What follows belongs to an exercise in optimizing a design on an open flow for small area, a short achievable clock period and few clock cycles per item; a production flow would make more cautious choices.
In this exercise RTL edits were held to simulation tests only and were not proved equivalent to the original.
Power figures rest on the tool's default switching activity, not on a simulated workload.

<file path="flow/flow/run.sh">
#!/bin/bash
# The standard layout (standard.sh: the ORFS flow, from its standard synthesis to the
# final DEF), with one change: the placer buffers every input and output port with the
# smallest buffer, sky130_fd_sc_hd__buf_1, rather than its default pick (a 10 um2 delay
# buffer). Timing repair still resizes any port buffer that a path needs faster.
# The make output goes to standard.log; ORFS's per-step logs are under orfs/logs/.
set -euo pipefail
export BUFFER_PORTS_ARGS="-buffer_cell sky130_fd_sc_hd__buf_1"
bash standard.sh > standard.log 2>&1
</file>
<file path="flow/standard.sh">
#!/bin/bash
# synth_recipe.tcl (not shown) runs the flow's synth.tcl, then flattens the netlist and writes it again
# the make line also repeats each setting of config.mk as NAME=value (left out here)
make -C /OpenROAD-flow-scripts/flow DESIGN_CONFIG=/design/flow/config.mk WORK_HOME=/design/flow/orfs CLKGATE_MAP_FILE= SYNTH_SCRIPT=/design/flow/synth_recipe.tcl "${@:-finish}"
</file>
<file path="flow/config.mk">
export PLATFORM = sky130hd
export DESIGN_NAME = ex_stage_mc
export DESIGN_NICKNAME = ex_stage_mc
export VERILOG_FILES = /design/flow/design.v
export SDC_FILE = /design/flow/constraint.sdc
export NUM_CORES = 4
export LEC_CHECK = 0
export CAP_MARGIN = 20
export CORE_MARGIN = 2
export CORE_UTILIZATION = 40
export SETUP_SLACK_MARGIN = 4.2
export SLEW_MARGIN = 20
</file>
<file path="flow/constraint.sdc">
create_clock -name core_clock -period 9.0 [get_ports {CLK}]
set_input_delay 1.8000 -clock core_clock [delete_from_list [all_inputs] [get_ports {CLK}]]
set_output_delay 1.8000 -clock core_clock [all_outputs]
set_load 0.01 [all_outputs]
</file>
<file path="flow/design.v">
module ex_stage_mc #(
   parameter int DATA_W  = 32,
   parameter int RADDR_W = 5,
   parameter int MUL_BPC = 1
) (
   input  logic               CLK,
   input  logic               RESET,
   input  logic               in_valid,
   output logic               in_ready,
   input  logic               flush,
   input  logic [DATA_W-1:0]  PCPlus4_in,
   input  logic [DATA_W-1:0]  imm_signExtended_in,
   input  logic [DATA_W-1:0]  imm_zeroExtended_in,
   input  logic [DATA_W-1:0]  rs_reg_in,
   input  logic [DATA_W-1:0]  rt_reg_in,
   input  logic [RADDR_W-1:0] rt_addr_in,
   input  logic [RADDR_W-1:0] rd_addr_in,
   input  logic [4:0]         shamt_in,
   input  logic               RegWriteD,
   input  logic               MemtoRegD,
   input  logic               MemWriteD,
   input  logic               BranchD,
   input  logic               JumpD,
   input  logic               RegDstD,
   input  logic [5:0]         ALUopD,
   input  logic [5:0]         ALUfunctD,
   output logic               out_valid,
   input  logic               out_ready,
   output logic               RegWriteE,
   output logic               MemtoRegE,
   output logic               MemWriteE,
   output logic               BranchE,
   output logic               JumpE,
   output logic [5:0]         ALUopE,
   output logic [DATA_W-1:0]  WriteData_out,
   output logic [DATA_W-1:0]  PCBranch_out,
   output logic [RADDR_W-1:0] wb_addr_out,
   output logic [DATA_W-1:0]  ALUOut,
   output logic [DATA_W-1:0]  hi_out,
   output logic [DATA_W-1:0]  lo_out,
   output logic               busy
);
   localparam int W  = DATA_W;
   localparam int SW = W + 9;           
   logic               vld;             
   logic               mrun;            
   logic [1:0]         cnt;             
   logic               msgn;            
   logic [W-1:0]       alu_q, pcb_q, wd_q, hi, lo;
   logic [RADDR_W-1:0] wb_q;
   logic [5:0]         op_q;
   logic               regw_q, m2r_q, memw_q, br_q, jmp_q;
   logic cap, is_mul;
   assign out_valid = vld && !mrun;
   assign busy      = vld && mrun;
   assign in_ready  = !mrun && (!vld || out_ready);
   assign cap       = in_valid && in_ready && !flush;
   logic [5:0] op, fn;
   logic rtype, s_add, s_and, s_or, s_xor, s_nor, s_slt, s_sltu;
   logic s_sll, s_srl, s_sra, s_hi, s_lo, s_pc, s_imm, s_immz;
   assign op     = ALUopD;
   assign fn     = ALUfunctD;
   assign rtype  = (op == 6'h00);
   assign is_mul = rtype && (fn[5:1] == 5'b01100);
   assign s_imm  = (op == 6'h08) || (op == 6'h09) || (op == 6'h23) || (op == 6'h2B);
   assign s_add  = (rtype && (fn[5:2] == 4'b1000)) || s_imm || (op == 6'h04) || (op == 6'h05);
   assign s_immz = (op == 6'h0C) || (op == 6'h0D);
   assign s_and  = (rtype && (fn == 6'h24)) || (op == 6'h0C);
   assign s_or   = (rtype && (fn == 6'h25)) || (op == 6'h0D);
   assign s_xor  = rtype && (fn == 6'h26);
   assign s_nor  = rtype && (fn == 6'h27);
   assign s_slt  = rtype && (fn == 6'h2A);
   assign s_sltu = rtype && (fn == 6'h2B);
   assign s_sll  = rtype && (fn == 6'h00);
   assign s_srl  = rtype && (fn == 6'h02);
   assign s_sra  = rtype && (fn == 6'h03);
   assign s_hi   = rtype && (fn == 6'h10);
   assign s_lo   = rtype && (fn == 6'h12);
   assign s_pc   = (op == 6'h03);
   logic [W-1:0] rs, rt, addb, lopb, sum, shin, shout, shres, alu;
   logic [W+1:0] sumc;
   logic         sltu, slt, a_sub, a_imm;
   logic signed [W:0] shx, shy;     
   assign rs   = rs_reg_in;
   assign rt   = rt_reg_in;
   assign a_sub = op[2] || (fn[1] && !op[3] && !op[5]);
   assign a_imm = op[3] || op[5];
   assign addb = a_imm ? imm_signExtended_in : (rt ^ {W{a_sub}});
   assign sumc = {1'b0, rs, 1'b1} + {1'b0, addb, a_sub};    
   assign sum  = sumc[W:1];
   assign sltu = !sumc[W+1];
   assign slt  = (rs[W-1] ^ rt[W-1]) ? rs[W-1] : sum[W-1];
   assign lopb = s_immz ? imm_zeroExtended_in : rt;
   always_comb begin
      for (int i = 0; i < W; i++) shin[i] = fn[1] ? rt[i] : rt[W-1-i];
   end
   assign shx   = {fn[0] && rt[W-1], shin};
   assign shy   = shx >>> shamt_in;
   assign shout = shy[W-1:0];
   always_comb begin
      for (int i = 0; i < W; i++) shres[i] = fn[1] ? shout[i] : shout[W-1-i];
   end
   assign alu = ({W{s_add}} & sum)
              | ({W{s_and}} & (rs & lopb))
              | ({W{s_or}}  & (rs | lopb))
              | ({W{s_xor}} & (rs ^ rt))
              | ({W{s_nor}} & ~(rs | rt))
              | {{(W-1){1'b0}}, (s_slt && slt) || (s_sltu && sltu)}
              | ({W{s_sll || s_srl || s_sra}} & shres)
              | ({W{s_hi}} & hi_v)
              | ({W{s_lo}} & lo)
              | ({W{s_pc}} & PCPlus4_in);
   always_ff @(posedge CLK or posedge RESET) begin
      if (RESET)                         vld <= 1'b0;
      else if (flush)                    vld <= 1'b0;
      else if (cap)                      vld <= 1'b1;
      else if (out_valid && out_ready)   vld <= 1'b0;
   end
   always_ff @(posedge CLK) begin
      if (cap) begin
         alu_q  <= alu;
         pcb_q  <= PCPlus4_in + (imm_signExtended_in << 2);
         wd_q   <= rt_reg_in;
         wb_q   <= (op == 6'h03) ? RADDR_W'(31) : (RegDstD ? rd_addr_in : rt_addr_in);
         op_q   <= ALUopD;
         regw_q <= RegWriteD;
         m2r_q  <= MemtoRegD;
         memw_q <= MemWriteD;
         br_q   <= BranchD;
         jmp_q  <= JumpD;
      end
   end
   logic [W:0]    a33;                  
   logic [W+1:0]  ax;                   
   logic [11:0]   bsel, bsel_nxt;       
   logic          bext, bext_nxt;       
   logic          hx;                   
   logic [3:0]    pend;                 
   logic [W+1:0]  row [4];
   logic [SW-1:0] o [6];
   logic [SW-1:0] s1, c1, s2, c2, s3, c3, s4, c4, s;
   logic [3:0]    co;
   logic [W-1:0]  hi_v;                 
   logic          last;
   localparam logic [SW-1:0] CK = (SW'(1) << (W+2)) | (SW'(1) << (W+4)) | (SW'(1) << (W+6))
                                | (SW'(1) << (W+8));
   function automatic logic [2:0] booth(input logic [2:0] b);
      booth[2] = b[2] && !(b[1] && b[0]);                           
      booth[1] = (b[2] && !b[1] && !b[0]) || (!b[2] && b[1] && b[0]);  
      booth[0] = b[1] ^ b[0];                                       
   endfunction
   assign a33  = {msgn && wd_q[W-1], wd_q};
   assign ax   = {a33[W], a33};
   assign last = (cnt == 2'd3);
   always_comb begin
      logic [8:0] nb;
      nb = mrun ? lo[15:7] : {rs_reg_in[7:0], 1'b0};
      for (int d = 0; d < 4; d++) bsel_nxt[3*d +: 3] = booth(nb[2*d +: 3]);
      bext_nxt = mrun && (cnt == 2'd2) && !msgn && lo[15];
   end
   always_comb begin
      for (int d = 0; d < 4; d++)
         for (int j = 0; j < W + 2; j++)
            row[d][j] = ((bsel[3*d] && ax[j]) || (bsel[3*d+1] && (j > 0 ? ax[j-1] : 1'b0)))
                        ^ bsel[3*d+2];
   end
   always_comb begin
      for (int k = 0; k < 6; k++) o[k] = '0;
      o[0][W-1:0] = hi;
      o[0][W]     = hx;
      o[0][W+1]   = !hx;
      for (int d = 0; d < 4; d++) begin
         o[d+1][2*d +: W+2] = {!row[d][W+1], row[d][W:0]};
         o[5][2*d]          = bsel[3*d+2];    
      end
      o[5][W+7:8] = bext ? wd_q : '0;
      o[1] = o[1] | CK;
   end
   function automatic logic [SW-1:0] fa_s(input logic [SW-1:0] a, b, c);
      fa_s = a ^ b ^ c;
   endfunction
   function automatic logic [SW-1:0] fa_c(input logic [SW-1:0] a, b, c);
      fa_c = ((a & b) | (a & c) | (b & c)) << 1;
   endfunction
   assign s1 = fa_s(o[0], o[1], o[2]);
   assign c1 = fa_c(o[0], o[1], o[2]);
   assign s2 = fa_s(o[3], o[4], o[5]);
   assign c2 = fa_c(o[3], o[4], o[5]);
   assign s3 = fa_s(s1, c1, s2);
   assign c3 = fa_c(s1, c1, s2);
   assign s4 = fa_s(s3, c3, c2);
   assign c4 = fa_c(s3, c3, c2);
   always_comb begin
      logic [9:0] b;
      for (int k = 0; k < 4; k++) begin
         b = {1'b0, s4[8*k +: 8], 1'b1} + {1'b0, c4[8*k +: 8], pend[k]};
         s[8*k +: 8] = b[8:1];
         co[k]       = b[9];
      end
      s[SW-1:32] = s4[SW-1:32] + c4[SW-1:32];
   end
   assign hi_v = hi + {pend[3], 7'b0, pend[2], 7'b0, pend[1], 7'b0, pend[0]};
   always_ff @(posedge CLK or posedge RESET) begin
      if (RESET) begin
         mrun <= 1'b0;
         hi   <= '0;
         hx   <= 1'b0;
         pend <= '0;
         lo   <= '0;
      end else if (cap && is_mul) begin
         mrun <= 1'b1;
         hi   <= '0;
         hx   <= 1'b0;
         pend <= '0;
         lo   <= rs_reg_in;
      end else if (mrun) begin
         {hx, hi} <= s[SW-1:8];
         pend     <= co;
         lo       <= {s[7:0], lo[W-1:8]};
         if (last) mrun <= 1'b0;
      end
   end
   always_ff @(posedge CLK) begin
      cnt  <= mrun ? cnt + 2'd1 : 2'd0;
      bsel <= bsel_nxt;
      bext <= bext_nxt;
      if (cap) msgn <= !fn[0];
   end
   assign ALUOut        = alu_q;
   assign PCBranch_out  = pcb_q;
   assign WriteData_out = wd_q;
   assign wb_addr_out   = wb_q;
   assign ALUopE        = op_q;
   assign RegWriteE     = regw_q && out_valid;
   assign MemtoRegE     = m2r_q  && out_valid;
   assign MemWriteE     = memw_q && out_valid;
   assign BranchE       = br_q   && out_valid;
   assign JumpE         = jmp_q  && out_valid;
   assign hi_out        = hi_v;
   assign lo_out        = lo;
endmodule
</file>
==> results of run 1 <==
layout make-up:
cell class / instances / area (µm²)
fill: 6073 / 32400
sequential: 199 / 5500
clock buffer: 18 / 429
tap: 790 / 988
timing repair buffer: 520 / 2830
multi-input combinational: 2058 / 17800
clock inverter: 14 / 141
inverter: 361 / 1370
antenna: 7 / 17.5
worst paths after layout:
check | startpoint | endpoint
setup / recovery | ALUopD[5] | alu_q[26]
hold / removal | cnt[0] | cnt[0]
setup reg to reg | bsel[6] | hx
hold reg to reg | cnt[0] | cnt[0]
max in group asynchronous | RESET | pend[2]
min in group asynchronous | RESET | mrun
logic make-up (layout without fill, tap and decap cells):
kind of cell	count (synthesis)	after routing
AOI/OAI and AO/OA	786	786
other	0	7
adders and majority gates	293	293
and+or+nand+nor	552	552
DFF	199	199
buffers and inverters	555	913
xor gates and xnor gates	280	280
muxes	147	147
worst max-delay path, cell delays in order:
cell and delay [ns]:
buf_12 0.11, nor2_4 0.14, a21oi_4 0.08, buf_12 0.14
bufbuf_16 0.28, xnor2_1 0.12, o21ai_0 0.18, ha_2 0.36
and3_4 0.22, and3_1 0.22, and3_1 0.23, o311a_4 0.39
a21boi_4 0.23, a211oi_4 0.13, mux2i_1 0.15, a221o_1 0.35
synth_stat cells (9+ instances only):
library cell / n / area (µm²)
inv_1: 358 / 1340
nand2_1: 232 / 871
o221ai_1: 16 / 140
nand3_1: 34 / 170
edfxtp_1: 113 / 3390
or3_1: 11 / 68.8
a221o_1: 29 / 290
o21ai_0: 175 / 876
nor3_1: 30 / 150
mux2i_1: 95 / 951
nor2_1: 106 / 398
o21bai_1: 21 / 158
and2_1: 42 / 263
xnor2_1: 214 / 1870
mux4_2: 27 / 608
a31oi_1: 12 / 75.1
a21o_1: 25 / 188
and3_1: 17 / 106
clkbuf_1: 138 / 518
fa_1: 134 / 2680
a22oi_1: 155 / 1160
mux2_2: 20 / 225
nand4_1: 13 / 81.3
a21oi_1: 132 / 661
a211oi_1: 23 / 173
a221oi_1: 20 / 175
o211ai_1: 27 / 203
a222oi_1: 29 / 290
o22ai_1: 9 / 56.3
buf_2: 26 / 130
dfxtp_1: 15 / 300
o21a_1: 16 / 120
o31ai_1: 27 / 203
nor2b_1: 10 / 62.6
buf_1: 21 / 78.8
dfrtp_1: 71 / 1780
xor2_1: 66 / 578
ha_1: 159 / 1990
routing by layer:
layer  part of all wire (%)  up-vias
met5                  0.042        -
met4                    8.0        8
met3                     10      421
met2                     44     1724
met1                     38    12424
li1                       -    10693
per-stage QoR:
stage / total power, µW / std cells
detailed placement: 6960 / 3835
CTS: 7980 / 3886
global route: 8790 / 3960
finish: 8160 / 3967
floorplan: 5190 / 2812
global placement: 6900 / 3834
sequential cells by signal (all words and copies together) (netlist names):
signal,cells
pcb_q,32
memw_q,1
mrun,1
hi,32
cnt,2
lo,32
jmp_q,1
pend,4
msgn,1
m2r_q,1
wb_q,5
op_q,6
alu_q,32
regw_q,1
bext,1
br_q,1
vld,1
wd_q,32
bsel,12
hx,1
power by group through the flow:
stage | Sequential [µW] | Combinational [µW] | Clock [µW]
finish | 1430 | 5910 | 821
global route | 1420 | 6510 | 856
CTS | 1410 | 5730 | 829
detailed placement | 1420 | 5530 | 0
global placement | 1420 | 5480 | 0
floorplan | 1300 | 3890 | 0
what timing repair did:
| action | CTS | global route |
|---|---|---|
| pin swaps | 15 | 36 |
| gates cloned | 2 | 1 |
| resized for setup | 82 | 98 |
| buffers inserted | 17 | 73 |
| endpoints found under the setup margin | 63 | 42 |
==> qor.csv, run 1 <==
stage,metric,value,unit
final_layout,net count reported at finish,3648,
setup_path,Crit path arrival time,5.14,ns
route,remaining routing DRC violations,0,
synthesis,cell count after synthesis,2812,
hold_path,classification of the worst-slack hold path,register to register,
final_layout,Final Instance Area,29000,µm²
global_route,pin count of the biggest net entering global routing,72,
synthesis,"Distinct cells, synth",97,
synthesis,mux contribution to synthesized area,7.74,%
die,overall die area,63900,µm²
setup_path,crit path capture type,register,
sta,number of pins exceeding their max-slew limit in the final report,0,
sta,Worst Clk Skew,0.0201,ns
placed_design,number of I/O port buffers,376,
hold_path,hold path depth,1,
setup_path,register-to-register setup slack,4.39,ns
final_layout,final standard cell utilization of the core,47.2,%
route,routed wire length,120000,µm
flow_run,Max-cap violations,0,
final_layout,ratio of cells with drive above 1 in the final layout,11.7,%
synthesis,count of flip-flops with a built-in enable after synthesis,113,
sta,Achievable Freq,205,MHz
route,average vias per placed instance,6.37,
synthesis,fraction of the yosys area taken by sequential cells,22.1,%
setup_path,data required time of the critical path,9.27,ns
cts,clock-pin transition on the worst setup and hold timing paths,0.08,ns
sta,total negative slack,0,ns
cts,CTS Hold Buffers Added,0,
die,# rows,91,
sta,tightest slew margin relative to the limit,25.6,%
synthesis,Synthesized Nets,3303,
die,number of I/O pins,377,
cts,cts bufs inserted,17,
sta,final setup slack of the worst path,4.13,ns
final_layout,"leading cell type in the layout, fill and taps excluded",buf_1,
route,First DRT Iteration DRCs,3549,
sta,setup repair after global routing missed its margin,true,
global_route,most used routing layer in global routing,met2,
sta,final hold violations,0,
pwr,largest vdd supply drop,0.185,mV
die,initial standard-cell utilization of the core,40.3,%
cts,Clock Sink Count,199,
synthesis,syn_area_per_cell,8.80,µm²
setup_path,CP max FO,8,
placed_design,HPWL after detailed placement,92800,µm
setup_path,Worst R2R Path Depth,18,
route,vias post-DR,25270,
route,routed wire length per instance,30.3,µm
global_route,global-route met2 utilization,56.8,%
synthesis,flip-flop and latch count after synthesis,199,
pwr,sequential cell fraction of total power,17.5,%
global_route,total grt overflow,0,
global_route,global routing met3 resource utilization,8.71,%
pwr,leakage power summed over all cells,0.0121,µW
final_layout,"commonest non-fill, non-tap cells in the layout","buf_1 (363), inv_1 (357), nand2_1 (228), xnor2_1 (200), o21ai_0 (166)",
cts,buffer type at the clock tree root,clkbuf_16,
synthesis,Compound-Gate Fraction of Synth Area,21.9,%
cts,CTS tree,built,
synthesis,largest family of logic cells by synthesized area,compound AO/OA/AOI/OAI gates,
global_route,met1 track demand over resource in global routing,46.2,%
setup_path,nature of the critical path startpoint,input pin,
pwr,fraction of power consumed by the clock network,10.1,%
placed_design,RePlAce Congestion,1.03,
synthesis,total of warnings raised by yosys,3,
sta,count of endpoints failing setup in the final report,0,
pwr,reported net switching power,4260,µW
die,die width,253,µm
pwr,proportion of total power due to net switching,52.3,%
cts,number of H-tree levels,4,
synthesis,xor/xnor cell area share of the yosys netlist,9.91,%
placed_design,standard cell area after detailed placement,26800,µm²
synthesis,"basic-gate share of the synthesized area counting and, or, nand and nor cells",10.7,%
final_layout,Syn-to-layout area delta,17.3,%
sta,post-route fraction of the period consumed by the critical path,54.1,%
pwr,internal portion of total power,3890,µW
synthesis,Synth Area in Adders,18.9,%
sta,worst hold margin,0.440,ns
route,detailed-router iteration count before antenna repair,8,
synthesis,total standard cell area after synthesis,24800,µm²
pwr,power per cell area,281,nW/µm²
cts,buffer depth of the longest clock path,2,
sta,slew of the pin with the lowest slew margin,1.11,ns
status,run status,timing/DRC/antenna clean,
pwr,share of power burned in combinational logic,72.5,%
route,antenna violation net count after detailed routing,0,
die,die height,253,µm
global_route,number of global-route vias before repair,24461,
placed_design,Place WS,2.97,ns
global_route,number of antenna violations at the first check in global routing,10,
cts,Skew-Pair Late Insertion Delay,0.52,ns
die,total core area,61500,µm²
synthesis,post-synthesis async set-or-reset flop share,35.7,%
global_route,first-pass GRT wire length,170000,µm
sta,min cycle time layout,4.87,ns
global_route,GRT Util Overall,36.9,%
setup_path,critical path class,input pin to register,
synthesis,most instantiated flip-flop cell in the synthesis netlist,edfxtp_1,
Testbench counts, summed over its fixed seeds: cycles 6,172, instrs 4,000.
==> run 2, diff against run 1 <==
--- a/flow/config.mk
+++ b/flow/config.mk
@@ -9,4 +9,4 @@
 export CORE_MARGIN = 2
 export CORE_UTILIZATION = 40
-export SETUP_SLACK_MARGIN = 4.2
+export SETUP_SLACK_MARGIN = 4.1
 export SLEW_MARGIN = 20
==> run 2 against run 1 <==
Effect of this change:
- global-route usage shrank 1.1 points
- hold slack gained 0.0013 ns
- synthesized cell count is the same
- clock-buffer cell count grew 1
- maximum frequency shrank 0.53%
- final area shrank 2.7%
- sequential power is essentially flat
- wire length shrank 3.6%
- combinational power shrank 1%
- non-clock buffer count shrank 57
- largest power group unchanged
- power shrank 0.97%
==> qor.csv, run 2 <==
stage,metric,value,unit
synthesis,xor/xnor cell area share of the yosys netlist,9.91,%
route,average vias per placed instance,6.32,
synthesis,post-synthesis async set-or-reset flop share,35.7,%
synthesis,total standard cell area after synthesis,24800,µm²
die,die height,253,µm
synthesis,largest family of logic cells by synthesized area,compound AO/OA/AOI/OAI gates,
die,overall die area,63900,µm²
synthesis,Compound-Gate Fraction of Synth Area,21.9,%
synthesis,"basic-gate share of the synthesized area counting and, or, nand and nor cells",10.7,%
die,number of I/O pins,377,
setup_path,nature of the critical path startpoint,register,
placed_design,HPWL after detailed placement,89200,µm
cts,CTS tree,built,
setup_path,crit path capture type,primary output,
cts,buffer depth of the longest clock path,2,
final_layout,ratio of cells with drive above 1 in the final layout,8.71,%
placed_design,RePlAce Congestion,1.02,
final_layout,net count reported at finish,3591,
placed_design,Cell Count Post-Placement,3840,
sta,Worst Clk Skew,0.0192,ns
synthesis,flip-flop and latch count after synthesis,199,
setup_path,Crit path arrival time,3.10,ns
sta,Achievable Freq,204,MHz
synthesis,most frequently used cell type in the post-synthesis netlist,inv_1,
die,total core area,61500,µm²
synthesis,mux contribution to synthesized area,7.74,%
sta,tightest slew margin relative to the limit,30.6,%
pwr,largest vdd supply drop,0.239,mV
placed_design,number of I/O port buffers,376,
synthesis,fraction of the yosys area taken by sequential cells,22.1,%
setup_path,data required time of the critical path,7.20,ns
global_route,GRT Util Overall,35.7,%
cts,clock-pin transition on the worst setup and hold timing paths,0.08,ns
global_route,total grt overflow,0,
setup_path,critical path class,register to primary output,
final_layout,"commonest non-fill, non-tap cells in the layout","buf_1 (369), inv_1 (357), nand2_1 (232), xnor2_1 (201), o21ai_0 (172)",
synthesis,Synth Area in Adders,18.9,%
route,remaining routing DRC violations,0,
status,run status,timing/DRC/antenna clean,
route,routed wire length,116000,µm
synthesis,top cell type's share of synthesized area,13.7,%
sta,number of pins exceeding their max-slew limit in the final report,0,
synthesis,"Distinct cells, synth",97,
global_route,number of global-route vias before repair,24076,
cts,Skew-Pair Late Insertion Delay,0.53,ns
sta,min cycle time layout,4.90,ns
sta,setup repair after global routing missed its margin,true,
cts,Clock Sink Count,199,
route,routed wire length per instance,29.7,µm
global_route,pin count of the biggest net entering global routing,75,
pwr,power per cell area,286,nW/µm²
global_route,number of antenna violations at the first check in global routing,10,
cts,buffer type at the clock tree root,clkbuf_16,
route,antenna violation net count after detailed routing,0,
pwr,leakage power summed over all cells,0.0117,µW
synthesis,most instantiated flip-flop cell in the synthesis netlist,edfxtp_1,
cts,cts bufs inserted,17,
sta,total negative slack,0,ns
flow_run,Max-cap violations,0,
final_layout,Layout fillers,6096,
sta,final hold violations,0,
die,# rows,91,
die,initial standard-cell utilization of the core,40.3,%
synthesis,syn_area_per_cell,8.80,µm²
global_route,first-pass GRT wire length,165000,µm
synthesis,total of warnings raised by yosys,3,
final_layout,Syn-to-layout area delta,14.1,%
route,vias post-DR,24677,
hold_path,classification of the worst-slack hold path,register to register,
route,detailed-router iteration count before antenna repair,9,
synthesis,cell count after synthesis,2812,
sta,slew of the pin with the lowest slew margin,1.03,ns
synthesis,count of flip-flops with a built-in enable after synthesis,113,
final_layout,"Cell Count, Final, Fillers Out",3906,
sta,count of endpoints failing setup in the final report,0,
synthesis,most used standard cells in the synthesized netlist,"inv_1 (358), nand2_1 (232), xnor2_1 (214)",
synthesis,Synthesized Nets,3303,
route,First DRT Iteration DRCs,2916,
final_layout,combined flip-flop and latch cell area,5500,µm²
die,die width,253,µm
synthesis,library cell occupying the most area in the post-synthesis netlist,edfxtp_1,
setup_path,CP max FO,6,
synthesis,cells taking the most area after synthesis,"edfxtp_1 (14%), fa_1 (11%), ha_1 (8.0%)",
cts,CTS Hold Buffers Added,0,
final_layout,"leading cell type in the layout, fill and taps excluded",buf_1,
final_layout,area taken by multi-input logic gates,17600,µm²
cts,number of H-tree levels,4,
sta,post-route fraction of the period consumed by the critical path,54.4,%
run 2: cell counts after synthesis:
No cell type changed its count.
run 2: per-stage QoR:
step	cell area, µm²	power, µW	hold WS, ns	worst slack [ns]	utilization, %
floorplan	24800	5190	0.402	3.89	-
global placement	26900	6880	0.412	2.95	43.7
detailed placement	26900	6940	0.422	2.91	43.7
CTS	27800	7910	0.442	4.11	45.2
global route	28200	8720	0.457	4.03	45.9
finish	28200	8080	0.441	4.10	45.9
run 2: layer usage:
layer  up-vias  part of all wire, %  wire length, µm  global-route usage, %
li1      10566                    -                -                      -
met1     12249                   39            44900                   45.6
met3       323                   10            12000                   8.84
met4         4                  6.4             7380                   19.8
met2      1535                   45            51800                   55.4
met5         -                0.018               21                      0
run 2: worst max-delay path, stage by stage, from the launching register on:
cell,delay (ns)
dfrtp_1,0.44
ha_4,0.21
ha_4,0.18
nand4_1,0.14
o21ai_2,0.21
a21oi_2,0.14
o41a_1,0.42
buf_4,0.19
nor3_2,0.18
xnor2_2,0.24
buf_2,0.22
run 2: final cells by class:
class	instances	share of cell area, %
Sequential cell	199	19.5
Timing Repair Buffer	463	7.96
Inverter	361	4.82
Clock inverter	13	0.452
Tap cell	790	3.50
Clock buffer	19	1.57
Multi-Input combinational cell	2058	62.2
Antenna cell	3	0.0266
run 2: repair_timing:
item	CTS	global route
pin swaps	10	13
resized for setup	53	45
setup endpoints to repair	47	33
setup buffers	6	24
gates cloned	0	1
run 2: cell families after synthesis:
logic type	Yosys count
buf+inv	555
compound gates	786
mux	147
simple gates	552
flops	199
fa+ha+maj	293
xor+xnor	280
run 2: final timing paths:
kind	start	to	slack, ns	depth (start not counted)
max in group asynchronous	RESET	pend[0]	6.93	3
setup / recovery	hi[0]	hi_out[28]	4.10	10
setup reg to reg	wd_q[15]	hi[15]	4.30	17
hold reg to reg	cnt[0]	cnt[0]	0.44	1
hold / removal	cnt[0]	cnt[0]	0.44	1
min in group asynchronous	RESET	vld	1.46	3
run 2: power breakdown:
part	internal, µW	switching [µW]
Clock	377	459
Sequential	1130	281
Combinational	2330	3500
Total	3840	4240
==> run 3, diff against run 2 <==
--- a/flow/config.mk
+++ b/flow/config.mk
@@ -9,4 +9,4 @@
 export CORE_MARGIN = 2
 export CORE_UTILIZATION = 40
-export SETUP_SLACK_MARGIN = 4.1
+export SETUP_SLACK_MARGIN = 3.9
 export SLEW_MARGIN = 20
==> run 3 against run 2 <==
Effect of this change:
- largest cell class unchanged
- power about the same
- critical endpoint unchanged
- clock skew grew 0.0039 ns
- clock power fell by 1%
- highest routed layer unchanged
- still clean
==> qor.csv, run 3 <==
stage,metric,value,unit
status,run status,timing/DRC/antenna clean,
route,vias post-DR,24700,
setup_path,critical path class,register to primary output,
synthesis,top cell type's share of synthesized area,13.7,%
die,die height,253,µm
synthesis,most frequently used cell type in the post-synthesis netlist,inv_1,
die,initial standard-cell utilization of the core,40.3,%
cts,Clock Sink Count,199,
synthesis,count of flip-flops with a built-in enable after synthesis,113,
route,average vias per placed instance,6.35,
pwr,power per cell area,290,nW/µm²
synthesis,post-synthesis async set-or-reset flop share,35.7,%
sta,count of endpoints failing setup in the final report,0,
cts,number of H-tree levels,4,
synthesis,fraction of the yosys area taken by sequential cells,22.1,%
global_route,number of global-route vias before repair,23790,
final_layout,combined flip-flop and latch cell area,5500,µm²
cts,clock-pin transition on the worst setup and hold timing paths,0.09,ns
final_layout,ratio of cells with drive above 1 in the final layout,7.82,%
placed_design,number of I/O port buffers,376,
global_route,first-pass GRT wire length,170000,µm
die,overall die area,63900,µm²
route,remaining routing DRC violations,0,
sta,min cycle time layout,5.02,ns
sta,slew of the pin with the lowest slew margin,1.23,ns
setup_path,data required time of the critical path,7.20,ns
global_route,GRT Util Overall,37.1,%
synthesis,total standard cell area after synthesis,24800,µm²
hold_path,classification of the worst-slack hold path,register to register,
flow_run,Max-cap violations,0,
sta,final hold violations,0,
synthesis,cells taking the most area after synthesis,"edfxtp_1 (14%), fa_1 (11%), ha_1 (8.0%)",
synthesis,largest family of logic cells by synthesized area,compound AO/OA/AOI/OAI gates,
die,number of I/O pins,377,
cts,Skew-Pair Late Insertion Delay,0.52,ns
setup_path,CP max FO,6,
final_layout,final standard cell utilization of the core,45.3,%
sta,number of pins exceeding their max-slew limit in the final report,0,
synthesis,Compound-Gate Fraction of Synth Area,21.9,%
setup_path,crit path capture type,primary output,
synthesis,Synthesized Nets,3303,
die,die width,253,µm
sta,Worst Clk Skew,0.0230,ns
final_layout,"leading cell type in the layout, fill and taps excluded",buf_1,
cts,buffer depth of the longest clock path,2,
synthesis,"basic-gate share of the synthesized area counting and, or, nand and nor cells",10.7,%
sta,tightest slew margin relative to the limit,17.0,%
synthesis,library cell occupying the most area in the post-synthesis netlist,edfxtp_1,
synthesis,Synth Area in Adders,18.9,%
synthesis,most used standard cells in the synthesized netlist,"inv_1 (358), nand2_1 (232), xnor2_1 (214)",
die,total core area,61500,µm²
synthesis,mux contribution to synthesized area,7.74,%
route,routed wire length per instance,30.9,µm
final_layout,"commonest non-fill, non-tap cells in the layout","buf_1 (371), inv_1 (357), nand2_1 (232), xnor2_1 (204), o21ai_0 (172)",
final_layout,Layout fillers,6112,
final_layout,Syn-to-layout area delta,12.6,%
pwr,largest vdd supply drop,0.214,mV
setup_path,nature of the critical path startpoint,register,
synthesis,most instantiated flip-flop cell in the synthesis netlist,edfxtp_1,
synthesis,"Distinct cells, synth",97,
sta,post-route fraction of the period consumed by the critical path,55.8,%
sta,worst hold margin,0.443,ns
sta,total negative slack,0,ns
synthesis,flip-flop and latch count after synthesis,199,
global_route,number of antenna violations at the first check in global routing,12,
placed_design,HPWL after detailed placement,94500,µm
final_layout,net count reported at finish,3572,
sta,Achievable Freq,199,MHz
synthesis,syn_area_per_cell,8.80,µm²
cts,buffer type at the clock tree root,clkbuf_16,
setup_path,Crit path arrival time,3.22,ns
placed_design,RePlAce Congestion,1.03,
route,First DRT Iteration DRCs,3061,
cts,CTS tree,built,
synthesis,cell count after synthesis,2812,
sta,setup repair after global routing missed its margin,true,
route,antenna violation net count after detailed routing,0,
synthesis,total of warnings raised by yosys,3,
cts,cts bufs inserted,17,
global_route,pin count of the biggest net entering global routing,65,
die,# rows,91,
global_route,total grt overflow,0,
final_layout,area taken by multi-input logic gates,17500,µm²
route,routed wire length,120000,µm
synthesis,xor/xnor cell area share of the yosys netlist,9.91,%
route,detailed-router iteration count before antenna repair,7,
pwr,leakage power summed over all cells,0.0116,µW
[run 3: cell counts after synthesis]
Identical to the previous run, type by type.
[run 3: layer usage]
| layer | vias to the layer above | share of wire (%) | global-route usage, % |
|---|---|---|---|
| met2 | 1472 | 45 | 58.7 |
| met3 | 297 | 9.4 | 7.58 |
| met4 | 8 | 6.0 | 19.8 |
| met5 | - | 0.041 | 0 |
| li1 | 10548 | - | - |
| met1 | 12375 | 39 | 47.7 |
[run 3: area by class of cell]
cell class / instances / area share [%]
inverters: 361 / 4.90
clock inverters: 14 / 0.548
well taps: 790 / 3.55
diodes: 7 / 0.0628
multi-input cells: 2058 / 62.7
repair buffers: 444 / 7.01
flip-flops and latches: 199 / 19.7
clock buffers: 18 / 1.54
[run 3: critical path, stage by stage, from the launching register on]
cell and delay (ns):
dfrtp_2 0.43, ha_4 0.19, ha_2 0.25, nand4_1 0.14, o21ai_2 0.21, a21oi_2 0.17
o41a_1 0.64, nor3_4 0.35, xnor2_4 0.16, buf_1 0.17
[run 3: path summary, 6_finish.rpt]
| check | from | to | slack [ns] | cells past startpoint |
|---|---|---|---|---|
| max | pend[0] | hi_out[28] | 3.98 | 9 |
| max reg2reg | wd_q[18] | hi[23] | 4.16 | 16 |
| max in group asynchronous | RESET | hi[0] | 6.52 | 3 |
| min reg2reg | cnt[0] | cnt[0] | 0.44 | 1 |
| min | cnt[0] | cnt[0] | 0.44 | 1 |
| min in group asynchronous | RESET | vld | 1.31 | 2 |
[run 3: logic make-up after synthesis]
logic type,after synthesis
DFF,199
xor gates and xnor gates,280
AOI/OAI and AO/OA,786
buffers and inverters,555
and+or+nand+nor,552
adders and majority gates,293
muxes,147
[run 3: repair_timing]
action / CTS / global route
pin swaps: 1 / 12
resized for setup: 32 / 34
setup buffers: 4 / 9
hold buffers: 0 / 0
endpoints found under the setup margin: 56 / 34
[run 3: report_power, final]
group          switching (µW)  internal (µW)  total [µW]
registers                 294           1130        1430
logic                    3520           2290        5810
clock network             455            373         828
[run 3: through the flow]
step	cell area (µm²)	std cells	setup slack, ns	power [µW]
floorplan	24800	2812	3.91	5190
global placement	26800	3839	2.58	6950
detailed placement	26800	3839	2.59	7020
CTS	27600	3875	3.88	7960
global route	27900	3886	3.86	8700
finish	27900	3891	3.98	8070
==> run 4, diff against run 3 <==
--- a/flow/config.mk
+++ b/flow/config.mk
@@ -9,4 +9,4 @@
 export CORE_MARGIN = 2
 export CORE_UTILIZATION = 40
-export SETUP_SLACK_MARGIN = 3.9
+export SETUP_SLACK_MARGIN = 4.5
 export SLEW_MARGIN = 20
==> run 4 against run 3 <==
Effect of this change:
- die area did not move
- critical path type is now input pin to register
- sequential share of layout area fell by 1.7 points
- clock power rose by 4.7%
- critical path depth rose by 8
- sequential cell count did not move
- register-to-register slack improved by 0.41 ns
==> qor.csv, run 4 <==
stage,metric,value,unit
status,run status,timing/DRC/antenna clean,
setup_path,launch point of the worst reg-to-reg path,bsel[9],
final_layout,Final Instance Area,30600,µm²
synthesis,total of warnings raised by yosys,3,
global_route,number of antenna violations at the first check in global routing,6,
global_route,total grt overflow,0,
route,vias post-DR,26001,
synthesis,cells taking the most area after synthesis,"edfxtp_1 (14%), fa_1 (11%), ha_1 (8.0%)",
placed_design,standard cell area after detailed placement,26800,µm²
sta,final setup slack of the worst path,4.36,ns
global_route,number of global-route vias before repair,24863,
route,remaining routing DRC violations,0,
synthesis,"Distinct cells, synth",97,
sta,tightest slew margin relative to the limit,16.1,%
sta,slew of the pin with the lowest slew margin,1.25,ns
die,number of I/O pins,377,
pwr,internal portion of total power,4200,µW
flow_run,Max-cap violations,0,
route,routed wire length per instance,30.3,µm
cts,Skew-Pair Late Insertion Delay,0.53,ns
pwr,sequential cell fraction of total power,16.2,%
pwr,share of power burned in combinational logic,73.8,%
setup_path,Worst R2R Path Depth,18,
route,antenna violation net count after detailed routing,0,
final_layout,ratio of cells with drive above 1 in the final layout,17.2,%
cts,cts bufs inserted,17,
setup_path,Crit path arrival time,4.92,ns
hold_path,classification of the worst-slack hold path,register to register,
sta,number of pins exceeding their max-slew limit in the final report,0,
sta,post-route fraction of the period consumed by the critical path,51.6,%
route,routed wire length,124000,µm
final_layout,Layout fillers,5889,
route,First DRT Iteration DRCs,3630,
sta,setup repair after global routing missed its margin,true,
die,# rows,91,
final_layout,final standard cell utilization of the core,49.7,%
setup_path,register-to-register setup slack,4.57,ns
setup_path,data required time of the critical path,9.28,ns
sta,total negative slack,0,ns
die,total core area,61500,µm²
cts,buffer depth of the longest clock path,2,
synthesis,count of flip-flops with a built-in enable after synthesis,113,
die,overall die area,63900,µm²
synthesis,most instantiated flip-flop cell in the synthesis netlist,edfxtp_1,
placed_design,number of I/O port buffers,376,
synthesis,flip-flop and latch count after synthesis,199,
synthesis,post-synthesis async set-or-reset flop share,35.7,%
synthesis,cell count after synthesis,2812,
pwr,proportion of total power due to net switching,51.7,%
placed_design,RePlAce Congestion,1.04,
synthesis,most used standard cells in the synthesized netlist,"inv_1 (358), nand2_1 (232), xnor2_1 (214)",
placed_design,Place WS,2.71,ns
global_route,first-pass GRT wire length,174000,µm
setup_path,crit path from,ALUfunctD[1],
global_route,pin count of the biggest net entering global routing,65,
final_layout,net count reported at finish,3765,
setup_path,critical path endpoint,alu_q[26],
final_layout,"commonest non-fill, non-tap cells in the layout","inv_1 (356), buf_1 (352), nand2_1 (231), buf_4 (216), xnor2_1 (194)",
synthesis,most frequently used cell type in the post-synthesis netlist,inv_1,
synthesis,fraction of the yosys area taken by sequential cells,22.1,%
sta,count of endpoints failing setup in the final report,0,
cts,CTS tree,built,
global_route,GRT Util Overall,37.7,%
final_layout,Syn-to-layout area delta,23.6,%
setup_path,CP max FO,6,
synthesis,Synthesized Nets,3303,
synthesis,library cell occupying the most area in the post-synthesis netlist,edfxtp_1,
final_layout,combined flip-flop and latch cell area,5510,µm²
synthesis,top cell type's share of synthesized area,13.7,%
setup_path,critical path class,input pin to register,
sta,Worst Clk Skew,0.0199,ns
route,detailed-router iteration count before antenna repair,9,
synthesis,syn_area_per_cell,8.80,µm²
sta,Achievable Freq,215,MHz
pwr,largest vdd supply drop,0.199,mV
setup_path,nature of the critical path startpoint,input pin,
setup_path,crit path capture type,register,
pwr,leakage power summed over all cells,0.0129,µW
pwr,overall power consumption,8690,µW
setup_path,end of the worst register-to-register path,pend[3],
route,average vias per placed instance,6.37,
die,die width,253,µm
final_layout,"leading cell type in the layout, fill and taps excluded",inv_1,
pwr,power per cell area,284,nW/µm²
cts,clock-pin transition on the worst setup and hold timing paths,0.10,ns
placed_design,HPWL after detailed placement,92200,µm
synthesis,total standard cell area after synthesis,24800,µm²
cts,Clock Sink Count,199,
die,die height,253,µm
cts,buffer type at the clock tree root,clkbuf_16,
die,initial standard-cell utilization of the core,40.3,%
pwr,reported net switching power,4490,µW
sta,final hold violations,0,
final_layout,area taken by multi-input logic gates,18200,µm²
cts,number of H-tree levels,4,
sta,min cycle time layout,4.64,ns
pwr,fraction of power consumed by the clock network,10.0,%
## run 4: changes by cell type in the layout (fill, tap and decap cells not counted), sizes merged
cell,previous run,this run
bufbuf,0,3
buf,439,622
clkinvlp,1,0
clkbuf,23,28
clkinv,6,8
diode,7,6
or2,6,7
## run 4: final cells by class
| class | instances | area share, % |
|---|---|---|
| Clock inverter | 15 | 0.683 |
| Inverter | 361 | 4.48 |
| Antenna cell | 6 | 0.0491 |
| Clock buffer | 17 | 1.39 |
| Tap cell | 790 | 3.23 |
| Multi-Input combinational cell | 2059 | 59.4 |
| Sequential cell | 199 | 18.0 |
| Timing Repair Buffer | 636 | 12.7 |
## run 4: timing repair
item / in CTS / in global routing
gates resized for setup: 186 / 134
hold endpoints to repair: 0 / 0
pin swaps: 56 / 91
gates cloned: 4 / 3
hold buffers: 0 / 0
endpoints found under the setup margin: 85 / 58
buffers inserted: 110 / 94
## run 4: logic make-up after synthesis
kind of cell | synth area share [%]
xor gates and xnor gates | 9.91
DFF | 22.1
AOI/OAI and AO/OA | 21.9
muxes | 7.74
adders and majority gates | 18.9
buffers and inverters | 8.79
and+or+nand+nor | 10.7
## run 4: worst min path at each step
stage	cells after the start	slack [ns]	end	from
floorplan	1	0.40	cnt[0]	cnt[0]
global placement	1	0.41	cnt[0]	cnt[0]
detailed placement	1	0.42	cnt[0]	cnt[0]
CTS	1	0.45	cnt[0]	cnt[0]
global route	1	0.49	cnt[0]	cnt[0]
finish	1	0.45	cnt[0]	cnt[0]
## run 4: layer usage
metal | GRT usage, % | share of wire [%] | vias to the layer above
met5 | 0 | 0.035 | -
met4 | 24.1 | 7.4 | 6
met3 | 9.57 | 11 | 413
met2 | 57.6 | 44 | 1836
met1 | 47.4 | 37 | 12808
li1 | - | - | 10938
## run 4: worst max-delay path: stages
cell and delay, ns:
buf_12 0.11, buf_12 0.13, a21oi_4 0.19, buf_6 0.15, buf_12 0.13, buf_12 0.12, xnor2_2 0.10, o21ai_1 0.09
ha_1 0.32, and3_4 0.21, and3_4 0.19, and3_4 0.18, o311a_4 0.38, a21boi_4 0.22, a211oi_4 0.12, mux2i_1 0.15
a221o_1 0.32
## run 4: power groups by stage
stage / sequential, µW / combinational (µW) / clock, µW
after detailed placement: 1410 / 5500 / 0
after CTS: 1390 / 5910 / 872
after global placement: 1410 / 5430 / 0
after global routing: 1410 / 7020 / 906
after floorplan: 1300 / 3900 / 0
final: 1410 / 6420 / 867
## run 4: stage by stage
stage	hold slack, ns	std cells
floorplan	0.402	2812
global placement	0.412	3834
detailed placement	0.423	3834
CTS	0.446	3980
global route	0.488	4077
finish	0.445	4083
==> run 5, diff against run 4 <==
--- a/flow/config.mk
+++ b/flow/config.mk
@@ -9,4 +9,5 @@
 export CORE_MARGIN = 2
 export CORE_UTILIZATION = 40
-export SETUP_SLACK_MARGIN = 4.5
+export SETUP_SLACK_MARGIN = 4.0
 export SLEW_MARGIN = 20
+export TNS_END_PERCENT = 10
==> run 5 against run 4 <==
Effect of this change:
- still clean
- clock skew increased by 0.0037 ns
- synthesized cell count is the same
- sequential share of layout area increased by 1.7 points
- largest power group unchanged
==> qor.csv, run 5 <==
stage,metric,value,unit
synthesis,fraction of the yosys area taken by sequential cells,22.1,%
die,die width,253,µm
hold_path,hold path startpoint,cnt[0],
route,average vias per placed instance,6.28,
route,routed wire length per instance,29.5,µm
setup_path,"critical path, cell by cell",ha_1 > nand3_1 > o31ai_4 > a21oi_2 > or3_1 > xnor2_1 > buf_1,
setup_path,Crit path arrival time,3.26,ns
setup_path,Crit-path slowest cell,xnor2_1,
sta,post-route fraction of the period consumed by the critical path,56.2,%
synthesis,post-synthesis async set-or-reset flop share,35.7,%
cts,CTS tree,built,
synthesis,most instantiated flip-flop cell in the synthesis netlist,edfxtp_1,
synthesis,"Distinct cells, synth",97,
final_layout,Syn-to-layout area delta,12.6,%
final_layout,"leading cell type in the layout, fill and taps excluded",buf_1,
synthesis,cells taking the most area after synthesis,"edfxtp_1 (14%), fa_1 (11%), ha_1 (8.0%)",
status,run status,timing/DRC/antenna clean,
sta,slew of the pin with the lowest slew margin,1.12,ns
route,wire length on met3,11300,µm
setup_path,CP max FO,5,
global_route,number of antenna violations at the first check in global routing,4,
route,detailed-router iteration count before antenna repair,5,
synthesis,total of warnings raised by yosys,3,
global_route,first-pass GRT wire length,165000,µm
placed_design,HPWL after detailed placement,89900,µm
synthesis,flip-flop and latch count after synthesis,199,
route,routed wire length,114000,µm
setup_path,Crit path largest cell delay,0.71,ns
route,antenna violation net count after detailed routing,0,
pwr,leakage power summed over all cells,0.0116,µW
setup_path,end of the worst register-to-register path,hx,
global_route,number of global-route vias before repair,23884,
setup_path,launch point of the worst reg-to-reg path,bsel[5],
placed_design,RePlAce Congestion,1.02,
cts,Skew-Pair Late Insertion Delay,0.53,ns
hold_path,worst-case hold path end point,cnt[0],
synthesis,library cell occupying the most area in the post-synthesis netlist,edfxtp_1,
sta,worst hold margin,0.448,ns
cts,clock-pin transition on the worst setup and hold timing paths,0.09,ns
route,detailed route wirelength on metal2,51500,µm
synthesis,most frequently used cell type in the post-synthesis netlist,inv_1,
setup_path,data required time of the critical path,7.20,ns
synthesis,most used standard cells in the synthesized netlist,"inv_1 (358), nand2_1 (232), xnor2_1 (214)",
sta,Achievable Freq,198,MHz
final_layout,Layout fillers,6051,
route,vias post-DR,24373,
pwr,largest vdd supply drop,0.184,mV
route,remaining routing DRC violations,0,
setup_path,Worst R2R Path Depth,19,
final_layout,net count reported at finish,3571,
die,total core area,61500,µm²
hold_path,hold path depth,1,
route,First DRT Iteration DRCs,2895,
synthesis,total standard cell area after synthesis,24800,µm²
global_route,GRT Util Overall,35.7,%
sta,final hold violations,0,
sta,count of endpoints failing setup in the final report,0,
placed_design,number of I/O port buffers,376,
global_route,total grt overflow,0,
sta,min cycle time layout,5.06,ns
die,die height,253,µm
die,number of I/O pins,377,
die,initial standard-cell utilization of the core,40.3,%
setup_path,crit path capture type,primary output,
die,# rows,91,
setup_path,critical path class,register to primary output,
global_route,pin count of the biggest net entering global routing,72,
cts,buffer depth of the longest clock path,2,
cts,cts bufs inserted,17,
setup_path,register-to-register setup slack,4.17,ns
route,metal1 wirelength,44000,µm
sta,number of pins exceeding their max-slew limit in the final report,0,
sta,setup repair after global routing missed its margin,true,
route,highest metal used,met5,
placed_design,Cell Count Post-Placement,3843,
pwr,power per cell area,281,nW/µm²
synthesis,count of flip-flops with a built-in enable after synthesis,113,
setup_path,nature of the critical path startpoint,register,
synthesis,top cell type's share of synthesized area,13.7,%
cts,Clock Sink Count,199,
synthesis,Synthesized Nets,3303,
cts,number of H-tree levels,4,
final_layout,ratio of cells with drive above 1 in the final layout,7.86,%
hold_path,classification of the worst-slack hold path,register to register,
cts,buffer type at the clock tree root,clkbuf_16,
sta,Worst Clk Skew,0.0236,ns
sta,total negative slack,0,ns
sta,tightest slew margin relative to the limit,25.1,%
die,overall die area,63900,µm²
flow_run,Max-cap violations,0,
final_layout,"commonest non-fill, non-tap cells in the layout","buf_1 (371), inv_1 (357), nand2_1 (232), xnor2_1 (204), o21ai_0 (172)",
synthesis,cell count after synthesis,2812,
final_layout,"Cell Count, Final, Fillers Out",3884,
synthesis,syn_area_per_cell,8.80,µm²
## run 5: cells by family after synthesis
logic type / synth area share, %
fa+ha+maj: 18.9
compound gates: 21.9
flops: 22.1
xor+xnor: 9.91
simple gates: 10.7
buf+inv: 8.79
mux: 7.74
## run 5: worst max-delay path by stage
stage / from / end / slack, ns / cells after the start
6_report: pend[1] / hi_out[21] / 3.94 / 7
5_1_grt: bsel[1] / hx / 3.89 / 19
4_1_cts: pend[0] / hi_out[26] / 3.93 / 8
3_5_place_dp: ALUopD[3] / alu_q[31] / 2.60 / 15
3_3_place_gp: ALUopD[3] / alu_q[31] / 2.70 / 15
2_1_floorplan: ALUfunctD[1] / alu_q[26] / 3.36 / 16
## run 5: what timing repair did
| action | 4_1_cts | 5_1_grt |
|---|---|---|
| buffers inserted | 3 | 5 |
| pin swaps | 2 | 8 |
| hold buffers | 0 | 0 |
| resized for setup | 27 | 43 |
| endpoints found under the setup margin | 53 | 42 |
## run 5: final cells by class
| type | count | area, µm² | area share (%) |
|---|---|---|---|
| Sequential cell | 199 | 5500 | 19.7 |
| Clock inverter | 15 | 173 | 0.619 |
| Clock buffer | 17 | 425 | 1.53 |
| Tap cell | 790 | 988 | 3.55 |
| Multi-Input combinational cell | 2058 | 17500 | 62.7 |
| Inverter | 361 | 1370 | 4.90 |
| Antenna cell | 1 | 2.50 | 0.00898 |
| Timing Repair Buffer | 443 | 1960 | 7.03 |
## run 5: worst max-delay path: cells and delay by family, from the launching register on
family	cells	cell delay (ns)
AO/OA/AOI/OAI	2	0.44
XOR/XNOR	1	0.71
adder cells (fa/ha/maj)	1	0.39
buffers and inverters	1	0.21
flip-flops	1	0.46
AND/OR/NAND/NOR	2	0.52
## run 5: metal layers
layer | global-route usage (%) | vias up
li1 | - | 10537
met2 | 56.2 | 1493
met3 | 7.71 | 270
met4 | 20.8 | 4
met5 | 0 | -
met1 | 45.1 | 12069
## run 5: report_power, final
part | leakage, µW | switching [µW] | internal [µW]
clock network | 0.000288 | 475 | 376
registers | 0.00203 | 282 | 1130
logic | 0.00923 | 3310 | 2260
total | 0.0116 | 4070 | 3770
## run 5: stage by stage
stage | instance area (µm²) | util, % | setup slack [ns] | total power (µW)
5_1_grt | 27900 | 45.3 | 3.89 | 8570
4_1_cts | 27600 | 44.9 | 3.93 | 7730
2_1_floorplan | 24800 | - | 3.36 | 5190
3_5_place_dp | 26800 | 43.7 | 2.60 | 6800
6_report | 27900 | 45.3 | 3.94 | 7840
3_3_place_gp | 26800 | 43.7 | 2.70 | 6710
==> run 6, diff against run 5 <==
--- a/flow/config.mk
+++ b/flow/config.mk
@@ -6,8 +6,7 @@
 export NUM_CORES = 4
 export LEC_CHECK = 0
-export CAP_MARGIN = 20
+export CAP_MARGIN = 0
 export CORE_MARGIN = 2
 export CORE_UTILIZATION = 40
 export SETUP_SLACK_MARGIN = 4.0
-export SLEW_MARGIN = 20
-export TNS_END_PERCENT = 10
+export SLEW_MARGIN = 0
==> run 6 against run 5 <==
Effect of this change:
- largest power group unchanged
- critical path depth unchanged
- still clean
- critical path type unchanged
- global-route usage shrank 0.48 points
- first-iteration DRC count down 5.8%
- clock skew shrank 0.0032 ns
==> qor.csv, run 6 <==
stage,metric,value,unit
pwr,leakage power summed over all cells,0.0116,µW
die,total core area,61500,µm²
setup_path,critical path endpoint,hi_out[26],
final_layout,ratio of cells with drive above 1 in the final layout,7.64,%
cts,buffer type at the clock tree root,clkbuf_16,
synthesis,syn_area_per_cell,8.80,µm²
placed_design,number of I/O port buffers,376,
pwr,largest vdd supply drop,0.170,mV
route,routed wire length,113000,µm
sta,min cycle time layout,4.93,ns
synthesis,top cell type's share of synthesized area,13.7,%
global_route,pin count of the biggest net entering global routing,74,
route,detailed-router iteration count before antenna repair,9,
die,die height,253,µm
final_layout,net count reported at finish,3569,
setup_path,end of the worst register-to-register path,hi[15],
placed_design,Cell Count Post-Placement,3838,
cts,CTS tree,built,
setup_path,crit path capture type,primary output,
die,die width,253,µm
die,overall die area,63900,µm²
cts,Clock Sink Count,199,
placed_design,HPWL after detailed placement,88600,µm
pwr,power per cell area,282,nW/µm²
sta,final setup slack of the worst path,4.07,ns
pwr,reported net switching power,4080,µW
setup_path,Worst R2R Path Depth,18,
sta,slew of the pin with the lowest slew margin,1.09,ns
synthesis,fraction of the yosys area taken by sequential cells,22.1,%
sta,tightest slew margin relative to the limit,27.1,%
route,remaining routing DRC violations,0,
route,First DRT Iteration DRCs,2728,
die,# rows,91,
final_layout,Syn-to-layout area delta,12.6,%
global_route,number of global-route vias before repair,23964,
synthesis,most frequently used cell type in the post-synthesis netlist,inv_1,
synthesis,total of warnings raised by yosys,3,
global_route,GRT Util Overall,35.2,%
sta,count of endpoints failing setup in the final report,0,
sta,total negative slack,0,ns
setup_path,crit path from,hi[1],
setup_path,data required time of the critical path,7.20,ns
hold_path,hold path depth,1,
sta,number of pins exceeding their max-slew limit in the final report,0,
die,number of I/O pins,377,
cts,Skew-Pair Late Insertion Delay,0.53,ns
synthesis,post-synthesis async set-or-reset flop share,35.7,%
synthesis,flip-flop and latch count after synthesis,199,
synthesis,Synthesized Nets,3303,
cts,number of H-tree levels,4,
synthesis,"Distinct cells, synth",97,
pwr,proportion of total power due to net switching,51.8,%
sta,Worst Clk Skew,0.0204,ns
synthesis,cell count after synthesis,2812,
global_route,number of antenna violations at the first check in global routing,13,
placed_design,Place WS,2.96,ns
cts,clock-pin transition on the worst setup and hold timing paths,0.09,ns
final_layout,Layout fillers,6019,
pwr,share of power burned in combinational logic,71.1,%
sta,Achievable Freq,203,MHz
die,initial standard-cell utilization of the core,40.3,%
synthesis,most used standard cells in the synthesized netlist,"inv_1 (358), nand2_1 (232), xnor2_1 (214)",
global_route,first-pass GRT wire length,163000,µm
route,antenna violation net count after detailed routing,0,
pwr,internal portion of total power,3800,µW
final_layout,"leading cell type in the layout, fill and taps excluded",buf_1,
route,average vias per placed instance,6.32,
placed_design,RePlAce Congestion,1.04,
flow_run,Max-cap violations,0,
synthesis,most instantiated flip-flop cell in the synthesis netlist,edfxtp_1,
setup_path,Crit path arrival time,3.13,ns
synthesis,total standard cell area after synthesis,24800,µm²
route,routed wire length per instance,29.2,µm
setup_path,critical path class,register to primary output,
synthesis,count of flip-flops with a built-in enable after synthesis,113,
pwr,sequential cell fraction of total power,17.9,%
status,run status,timing/DRC/antenna clean,
setup_path,launch point of the worst reg-to-reg path,bsel[5],
global_route,total grt overflow,0,
sta,post-route fraction of the period consumed by the critical path,54.8,%
sta,final hold violations,0,
setup_path,CP max FO,7,
final_layout,"commonest non-fill, non-tap cells in the layout","buf_1 (370), inv_1 (357), nand2_1 (232), xnor2_1 (202), o21ai_0 (172)",
final_layout,"Cell Count, Final, Fillers Out",3885,
pwr,overall power consumption,7880,µW
setup_path,nature of the critical path startpoint,register,
sta,setup repair after global routing missed its margin,true,
hold_path,classification of the worst-slack hold path,register to register,
sta,worst hold margin,0.446,ns
cts,cts bufs inserted,17,
setup_path,register-to-register setup slack,4.23,ns
pwr,fraction of power consumed by the clock network,10.9,%
route,vias post-DR,24561,
synthesis,cells taking the most area after synthesis,"edfxtp_1 (14%), fa_1 (11%), ha_1 (8.0%)",
cts,buffer depth of the longest clock path,2,
hold_path,hold path startpoint,cnt[0],
synthesis,library cell occupying the most area in the post-synthesis netlist,edfxtp_1,
==> run 6: cell counts after synthesis <==
No cell type changed its count.
==> run 6: metal layers <==
| layer | GRT usage, % | vias up | part of all wire (%) |
|---|---|---|---|
| li1 | - | 10531 | - |
| met1 | 44.8 | 12206 | 39 |
| met2 | 55.9 | 1502 | 46 |
| met3 | 6.87 | 314 | 9.2 |
| met4 | 19.8 | 8 | 6.2 |
| met5 | 0 | - | 0.050 |
==> run 6: stage by stage <==
stage               instance area (µm²)  utilization, %
finish                            27900            45.3
global route                      27900            45.3
CTS                               27700            45.0
detailed placement                26800            43.6
global placement                  26800            43.6
floorplan                         24800               -
==> run 6: worst max-delay path: stages (launching register included) <==
cell     delay, ns
dfrtp_1       0.57
ha_4          0.24
nand4_1       0.13
o21ai_2       0.24
a21oi_2       0.15
o41a_1        0.54
xnor2_2       0.52
buf_1         0.22
==> run 6: final cells by class <==
cell class	instances	area, µm²	share of cell area [%]
Antenna cell	4	10.0	0.0359
Clock buffer	17	425	1.53
Clock inverter	15	184	0.660
Inverter	361	1360	4.86
Multi-Input combinational cell	2058	17500	62.7
Sequential cell	199	5490	19.7
Tap cell	790	988	3.55
Timing Repair Buffer	441	1950	6.99
==> run 6: power by group through the flow <==
stage | Clock (µW) | Sequential, µW | Combinational, µW
floorplan | 0 | 1300 | 3890
global placement | 0 | 1410 | 5320
detailed placement | 0 | 1410 | 5400
CTS | 869 | 1390 | 5510
global route | 901 | 1420 | 6260
finish | 861 | 1410 | 5600
==> run 6: logic make-up after synthesis <==
kind of cell | synth area share [%]
multiplexers | 7.74
flip-flops | 22.1
AND/OR/NAND/NOR | 10.7
XOR/XNOR | 9.91
AO/OA/AOI/OAI | 21.9
buffers and inverters | 8.79
adder cells (fa/ha/maj) | 18.9
==> run 6: worst min path at each step <==
stage	endpoint	slack [ns]
CTS	cnt[0]	0.45
global placement	cnt[0]	0.41
floorplan	cnt[0]	0.40
detailed placement	cnt[0]	0.43
finish	cnt[0]	0.45
global route	cnt[0]	0.49
==> run 6: what timing repair did <==
item,CTS,global route
gates cloned,1,0
endpoints found under the hold margin,0,0
hold buffers,0,0
setup endpoints to repair,34,30
pin swaps,1,12
setup buffers,0,10
resized for setup,36,25
==> run 7, diff against run 6 <==
--- a/flow/config.mk
+++ b/flow/config.mk
@@ -6,7 +6,8 @@
 export NUM_CORES = 4
 export LEC_CHECK = 0
-export CAP_MARGIN = 0
+export CAP_MARGIN = 20
 export CORE_MARGIN = 2
 export CORE_UTILIZATION = 40
+export GPL_TIMING_DRIVEN = 0
 export SETUP_SLACK_MARGIN = 4.0
-export SLEW_MARGIN = 0
+export SLEW_MARGIN = 20
==> run 7 against run 6 <==
Effect of this change:
- worst setup slack lost 0.26 ns
- maximum frequency shrank 4.9%
- wire length grew 4.7%
- combinational power grew 2%
- register-to-register slack lost 0.19 ns
- sequential cell count is the same
- clock skew grew 0.00086 ns
- utilization grew 2.4 points
- cell count grew 5.1%
- via count grew 3.0%
- hold slack lost 0.0062 ns
- synthesized cell count is the same
- largest cell class unchanged
==> qor.csv, run 7 <==
stage,metric,value,unit
die,die height,253,µm
placed_design,standard cell area after detailed placement,27300,µm²
sta,Worst Clk Skew,0.0212,ns
sta,number of pins exceeding their max-slew limit in the final report,0,
synthesis,"Distinct cells, synth",97,
synthesis,total standard cell area after synthesis,24800,µm²
sta,total negative slack,0,ns
sta,worst hold margin,0.440,ns
synthesis,count of flip-flops with a built-in enable after synthesis,113,
pwr,largest vdd supply drop,0.178,mV
setup_path,crit path capture type,register,
final_layout,"leading cell type in the layout, fill and taps excluded",buf_1,
cts,Skew-Pair Late Insertion Delay,0.53,ns
synthesis,flip-flop and latch count after synthesis,199,
final_layout,Syn-to-layout area delta,18.6,%
cts,number of H-tree levels,4,
cts,clock-pin transition on the worst setup and hold timing paths,0.08,ns
sta,min cycle time layout,5.19,ns
synthesis,syn_area_per_cell,8.80,µm²
setup_path,critical path class,input pin to register,
global_route,number of global-route vias before repair,24416,
final_layout,final standard cell utilization of the core,47.7,%
die,number of I/O pins,377,
final_layout,"commonest non-fill, non-tap cells in the layout","buf_1 (380), inv_1 (357), nand2_1 (231), xnor2_1 (195), o21ai_0 (161)",
final_layout,ratio of cells with drive above 1 in the final layout,11.9,%
route,remaining routing DRC violations,0,
synthesis,library cell occupying the most area in the post-synthesis netlist,edfxtp_1,
placed_design,number of I/O port buffers,372,
sta,final hold violations,0,
cts,CTS tree,built,
setup_path,WP buf/inv,4,
route,antenna violation net count after detailed routing,0,
synthesis,total of warnings raised by yosys,3,
synthesis,most frequently used cell type in the post-synthesis netlist,inv_1,
setup_path,Crit path largest cell delay,0.49,ns
route,routed wire length per instance,29.1,µm
synthesis,Synthesized Nets,3303,
sta,post-route fraction of the period consumed by the critical path,57.6,%
die,die width,253,µm
final_layout,Layout fillers,6152,
die,initial standard-cell utilization of the core,40.3,%
setup_path,Crit path arrival time,5.43,ns
global_route,GRT Util Overall,36.8,%
synthesis,fraction of the yosys area taken by sequential cells,22.1,%
synthesis,post-synthesis async set-or-reset flop share,35.7,%
sta,tightest slew margin relative to the limit,20.1,%
sta,slew of the pin with the lowest slew margin,1.19,ns
pwr,power per cell area,269,nW/µm²
route,routed wire length,119000,µm
final_layout,Final Instance Area,29300,µm²
global_route,number of antenna violations at the first check in global routing,9,
setup_path,"critical path, cell by cell",buf_2 > or2_2 > buf_2 > buf_2 > o21ai_2 > ha_4 > a211oi_2 > o21bai_2 > o41a_1 > nand4b_1 > buf_4 > a21oi_4 > nor2_2 > xnor2_2 > a221o_1,
die,overall die area,63900,µm²
sta,count of endpoints failing setup in the final report,0,
route,detailed-router iteration count before antenna repair,8,
cts,buffer depth of the longest clock path,2,
placed_design,RePlAce Congestion,1.06,
synthesis,most instantiated flip-flop cell in the synthesis netlist,edfxtp_1,
hold_path,classification of the worst-slack hold path,register to register,
setup_path,nature of the critical path startpoint,input pin,
setup_path,CP max FO,10,
cts,buffer type at the clock tree root,clkbuf_16,
cts,Clock Sink Count,199,
route,average vias per placed instance,6.19,
global_route,total grt overflow,0,
route,First DRT Iteration DRCs,3062,
die,total core area,61500,µm²
setup_path,data required time of the critical path,9.24,ns
setup_path,cell family with the largest share of critical-path delay,compound AO/OA/AOI/OAI gates,
synthesis,cell count after synthesis,2812,
synthesis,most used standard cells in the synthesized netlist,"inv_1 (358), nand2_1 (232), xnor2_1 (214)",
placed_design,HPWL after detailed placement,95500,µm
pwr,overall power consumption,7900,µW
synthesis,cells taking the most area after synthesis,"edfxtp_1 (14%), fa_1 (11%), ha_1 (8.0%)",
cts,cts bufs inserted,17,
final_layout,net count reported at finish,3767,
setup_path,most repeated library cell on the critical path,buf_2,
global_route,first-pass GRT wire length,168000,µm
pwr,leakage power summed over all cells,0.0123,µW
sta,Achievable Freq,193,MHz
route,vias post-DR,25293,
synthesis,top cell type's share of synthesized area,13.7,%
flow_run,Max-cap violations,0,
sta,setup repair after global routing missed its margin,true,
global_route,pin count of the biggest net entering global routing,49,
status,run status,timing/DRC/antenna clean,
die,# rows,91,
setup_path,Crit-path slowest cell,o41a_1,
## run 7: cell counts after synthesis
No cell type changed its count.
## run 7: layout make-up
type | count | area [µm²] | area share, %
multi-input cells | 2058 | 17800 | 60.8
flip-flops and latches | 199 | 5480 | 18.7
repair buffers | 445 | 2040 | 6.96
inverters | 361 | 1360 | 4.63
plain buffers | 194 | 1040 | 3.53
well taps | 790 | 988 | 3.37
clock buffers | 18 | 450 | 1.53
clock inverters | 14 | 134 | 0.456
diodes | 5 | 12.5 | 0.0426
## run 7: repair_timing
| action | 4_1_cts | 5_1_grt |
|---|---|---|
| resized for setup | 138 | 153 |
| hold buffers | 0 | 0 |
| pin swaps | 39 | 45 |
| buffers inserted | 34 | 36 |
| setup endpoints to repair | 60 | 51 |
## run 7: routing by layer
metal	part of all wire, %	GRT usage, %	wire length (µm)
met5	0.025	0	30
met4	7.8	24.7	9210
met3	11	10.1	13100
met2	43	56.2	51500
met1	38	45.3	44800
## run 7: worst register-to-register path, cell delays in order (launching register included)
cell	delay, ns
dfxtp_1	0.51
clkbuf_1	0.54
and2_1	0.26
fa_1	0.43
fa_1	0.55
inv_1	0.05
fa_1	0.47
inv_1	0.06
fa_1	0.40
a21o_1	0.18
a21oi_1	0.24
o21bai_1	0.13
a21oi_1	0.25
o21bai_1	0.10
a21oi_1	0.18
xor2_1	0.31
o22ai_1	0.14
## run 7: worst paths after layout
path,startpoint,to,slack [ns],cells past startpoint
max reg2reg,bext,hi[15],4.04,16
min,cnt[0],cnt[0],0.44,1
min in group asynchronous,RESET,hi[31],1.27,2
max,ALUopD[3],alu_q[24],3.81,15
max in group asynchronous,RESET,hi[5],7.09,3
min reg2reg,cnt[0],cnt[0],0.44,1
## run 7: kinds of logic (layout without fill, tap and decap cells)
logic type,count (synthesis),count (layout),synth area share (%)
adder cells (fa/ha/maj),293,293,18.9
AND/OR/NAND/NOR,552,552,10.7
flip-flops,199,199,22.1
other,0,5,0
XOR/XNOR,280,280,9.91
buffers and inverters,555,1032,8.79
multiplexers,147,147,7.74
AO/OA/AOI/OAI,786,786,21.9
## run 7: stage by stage
stage | cells | setup WS [ns]
floorplan | 2812 | 3.89
global placement | 3974 | 2.08
detailed placement | 3977 | 2.44
CTS | 4043 | 3.84
global route | 4079 | 3.78
finish | 4084 | 3.81
## run 7: power by group
group	leakage [µW]	internal [µW]	switching, µW
Sequential	0.00202	1130	256
Combinational	0.00999	2340	3370
Clock	0.000293	382	429
Total	0.0123	3850	4050

static timing again, ports no longer ideal:
No port has a modelled driver above. Below, the same layouts with a new extraction and two added sets of constraints. Step 1 assumes that a clkbuf_16 drives the clock port and a buf_2 every other input. Step 2 times the ports against the registers' clock, not the clock port: input delays grow and output delays shrink by t, the midpoint of the rising clock arrivals with the driver on. Three values: no drivers, after step 1, after step 2; two values: the first two.
run	t (ns)	slack for setup (ns)	hold slack, ns	worst setup path at the end	pins driven straight from the clock port
run 1	0.577	4.130 / 4.078 / 3.567	0.440 / 0.440 / 0.440	input to register	1
run 2	0.580	4.104 / 4.045 / 3.576	0.441 / 0.441 / 0.441	input to register	1
run 3	0.569	3.977 / 3.916 / 3.482	0.443 / 0.443 / 0.443	input to register	1
run 4	0.579	4.357 / 4.310 / 3.793	0.445 / 0.445 / 0.445	input to register	1
run 5	0.577	3.942 / 3.882 / 3.484	0.448 / 0.448 / 0.448	input to register	1
run 6	0.583	4.069 / 4.006 / 3.558	0.446 / 0.446 / 0.446	input to register	1
run 7	0.581	3.814 / 3.837 / 3.256	0.440 / 0.440 / 0.440	input to register	1
After both steps setup and hold are still met in every run listed. The setup slack of run 4, which loses most, moves by -0.047 ns with the drivers and by -0.564 ns with both steps.
